Background: an optimization exercise with open tools, aiming at small area, a short achievable clock period and few clock cycles. Do not read the settings as production practice.
In this exercise RTL edits were held to simulation tests only and were not proved equivalent to the original.

== v6 ==
Design cosinos_core, start of the top module:
module cosinos_core (
  input  logic            clk,
  input  logic            rst,
  input  logic            start,
  input  logic [cosinos_pkg::X_W-1:0]  x,
  input  logic [cosinos_pkg::Y_W-1:0]  y,
  output logic [1:0]      intpart,
  output logic [7:0]      fracpart,
  output logic            done
);
export LEC_CHECK = 0
export CAP_MARGIN = 20
export CORE_MARGIN = 2
export CORE_UTILIZATION = 40
export SETUP_SLACK_MARGIN = 5
export SLEW_MARGIN = 20
export SYNTH_HIERARCHICAL = 1
create_clock -name core_clock -period 11.0 [get_ports {clk}]
run.sh (not shown) runs the stock make flow with config.mk's settings and CLKGATE_MAP_FILE= SYNTH_SCRIPT=/design/flow/synth_recipe.tcl, a recipe that flattens the netlist after the stock synthesis.
Testbench counts of v6, summed over its fixed seeds: cycles 14,628.
> inputs changed (v6 -> v7)
--- a/flow/design.v
+++ b/flow/design.v
@@ -25,25 +25,26 @@
   logic [7:0]         y_r;
   logic [19:0]        x2_r;
   logic [10:0]        sel_one, sel_two, sel_neg;
   logic               en_r;
   logic signed [11:0] ylog_r;
   logic               pst_r;
   logic [19:0]        x2_in, sq_s, sq_c;
   logic [10:0]        xi_one, xi_two, xi_neg;    
   logic [10:0]        xr_one, xr_two, xr_neg;    
   logic [22:0]        bi, br;
   logic signed [11:0] thr;
   logic [10:0]        r_one, r_two, r_neg;
-  logic [39:0]        a_s, a_c, a_sum;
+  logic [39:0]        a_s, a_c;
+  logic [23:0]        a_sum;
   logic [8:0]         mlog, xlog, ylog;
   logic [23:0]        mabs, magm;
   logic [7:0]         ym1, pmax;
   logic signed [11:0] kb;
   logic               pst_in, pst0;
   always_comb begin
     case (n)
       3'd1: begin r_one = 11'b00001111111; r_two = 11'b00000000000; r_neg = 11'b00000000000; end
       3'd2: begin r_one = 11'b00001010101; r_two = 11'b00000101010; r_neg = 11'b00000101010; end
       3'd3: begin r_one = 11'b00000110110; r_two = 11'b00000001001; r_neg = 11'b00000001001; end
       3'd4: begin r_one = 11'b00000111000; r_two = 11'b00000000110; r_neg = 11'b00000011010; end
       3'd5: begin r_one = 11'b00000000100; r_two = 11'b00000010000; r_neg = 11'b00000000100; end
@@ -1456,25 +1457,25 @@
   cosinos_fa u_w735 (.a(w570), .b(w659), .c(w658), .s(w735), .co(w736));
   cosinos_fa u_w737 (.a(w574), .b(w661), .c(w660), .s(w737), .co(w738));
   cosinos_fa u_w739 (.a(w581), .b(w663), .c(w662), .s(w739), .co(w740));
   cosinos_fa u_w741 (.a(w582), .b(w664), .c(w665), .s(w741), .co(w742));
   cosinos_fa u_w743 (.a(w589), .b(w667), .c(w666), .s(w743), .co(w744));
   cosinos_fa u_w745 (.a(w590), .b(w668), .c(w669), .s(w745), .co(w746));
   cosinos_fa u_w747 (.a(w594), .b(w671), .c(w670), .s(w747), .co(w748));
   cosinos_fa u_w749 (.a(w598), .b(w673), .c(w672), .s(w749), .co(w750));
   cosinos_fa u_w751 (.a(w603), .b(w675), .c(w674), .s(w751), .co(w752));
   cosinos_fa u_w753 (.a(w604), .b(w677), .c(w676), .s(w753), .co(w754));
   assign a_s = {w753, w751, w749, w747, w745, w743, w741, w739, w737, w735, w733, w731, w729, w727, w725, w723, w721, w719, w717, w715, w713, w711, w709, w707, w705, w703, w701, w699, w697, w695, w693, w691, w689, w687, w685, w683, w681, w679, w2, w1};
   assign a_c = {w752, w750, w748, w746, w744, w742, w740, w738, w736, w734, w732, w730, w728, w726, w724, w722, w720, w718, w716, w714, w712, w710, w708, w706, w704, w702, w700, w698, w696, w694, w692, w690, w688, w686, w684, w682, w680, sel_neg[1], 1'b0, sel_neg[0]};
-  assign a_sum = a_s + a_c;
+  cosinos_cpa u_cpa (.a(a_s), .b(a_c), .q(a_sum));
   assign w755 = x[0] & x[1];
   assign w756 = x[0] & x[2];
   assign w757 = x[0] & x[3];
   assign w758 = x[0] & x[4];
   assign w759 = x[0] & x[5];
   assign w760 = x[0] & x[6];
   assign w761 = x[0] & x[7];
   assign w762 = x[0] & x[8];
   assign w763 = x[0] & x[9];
   assign w764 = x[1] & x[2];
   assign w765 = x[1] & x[3];
   assign w766 = x[1] & x[4];
@@ -1586,25 +1587,25 @@
       en_r   <= (y != 8'd0) & (x != 10'd0) & (x < 10'd977);
       ylog_r <= $signed({3'd0, ylog}) - $signed({2'd0, xlog, 1'b0}) - 12'sd2;
       y_r    <= y;
       x2_r   <= x2_in;
     end
   end
   always_ff @(posedge clk) begin
     if (start)    pst_r <= pst0 & (y != 8'd0) & (x != 10'd0) & (x < 10'd977);
     else if (!pha) pst_r <= pst_in;
   end
   always_ff @(posedge clk) begin
     if (start) m <= {5'd0, x2_in[19:1]};
-    else       m <= a_sum[39:16];
+    else       m <= a_sum;
   end
   always_ff @(posedge clk) begin
     if (start)    sum <= 18'h10000;
     else if (add) sum <= diff;
   end
 endmodule
 module cosinos_log2 #(
   parameter int W = 21
 ) (
   input  logic [W-1:0] v,
   output logic [8:0]   l
 );
@@ -1629,24 +1630,33 @@
   assign s  = a ^ b ^ c;
   assign co = (a & b) | (a & c) | (b & c);
 endmodule
 module cosinos_ha (
   input  logic a,
   input  logic b,
   output logic s,
   output logic co
 );
   assign s  = a ^ b;
   assign co = a & b;
 endmodule
+module cosinos_cpa (
+  input  logic [39:0] a,
+  input  logic [39:0] b,
+  output logic [23:0] q
+);
+  logic [39:0] s;
+  assign s = a + b;
+  assign q = s[39:16];
+endmodule
 module cosinos_core (
   input  logic            clk,
   input  logic            rst,
   input  logic            start,
   input  logic [cosinos_pkg::X_W-1:0]  x,
   input  logic [cosinos_pkg::Y_W-1:0]  y,
   output logic [1:0]      intpart,
   output logic [7:0]      fracpart,
   output logic            done
 );
   logic       busy;     
   logic       have;     
### Flow results
Diff v6 -> v7: post-detailed-placement half-perimeter wirelength went up about 10%, simple-gate area share of the yosys netlist went up 1.3 points, final wirelength went up 7400 µm. v6 ended up with clkdlybuf4s50_1 as its cell with the biggest individual delay on the critical path; v7 ended up with fa_1. In the final design statistics, v7 uses more standard cells in total than v6. Pre-CTS setup slack ended up 0.15 ns lower on v7 than on v6. Against v6 as the reference, v7 delivers a higher buffer count from post-CTS setup fixing. Per the comparison of v7 with v6, number of cell instances on the worst register-to-register path saw an increase; well-tap cell count saw an increase; number of fill cells saw an increase.
Testbench counts of v7, summed over its fixed seeds: cycles 14,628.

[re-timing with driven ports]
Ports are ideal in the flow. The routed layouts listed here were re-timed in OpenROAD. Step 1, drivers: a clkbuf_16 drives clk and a buf_2 each remaining input, both assumed. Step 2 adds t to the input delays and takes it off the output delays; t is the mean of the earliest and latest rising clock arrival at the registers after step 1. Input paths then give back, and output paths get back, about the clock's delay inside the block. Three values: ideal ports, drivers, drivers and shift; two values: the first two.
run	shift t [ns]	setup WS [ns]	worst setup path at the end	worst slew at a driven data input, ns
v6	0.478	5.107 / 5.080 / 4.650	input to register	0.03
v7	0.473	5.082 / 5.082 / 4.637	input to register	0.07
After both steps every run listed still meets setup and hold. The setup slack of v6, which loses most, moves by -0.027 ns with the drivers and by -0.457 ns with both steps.
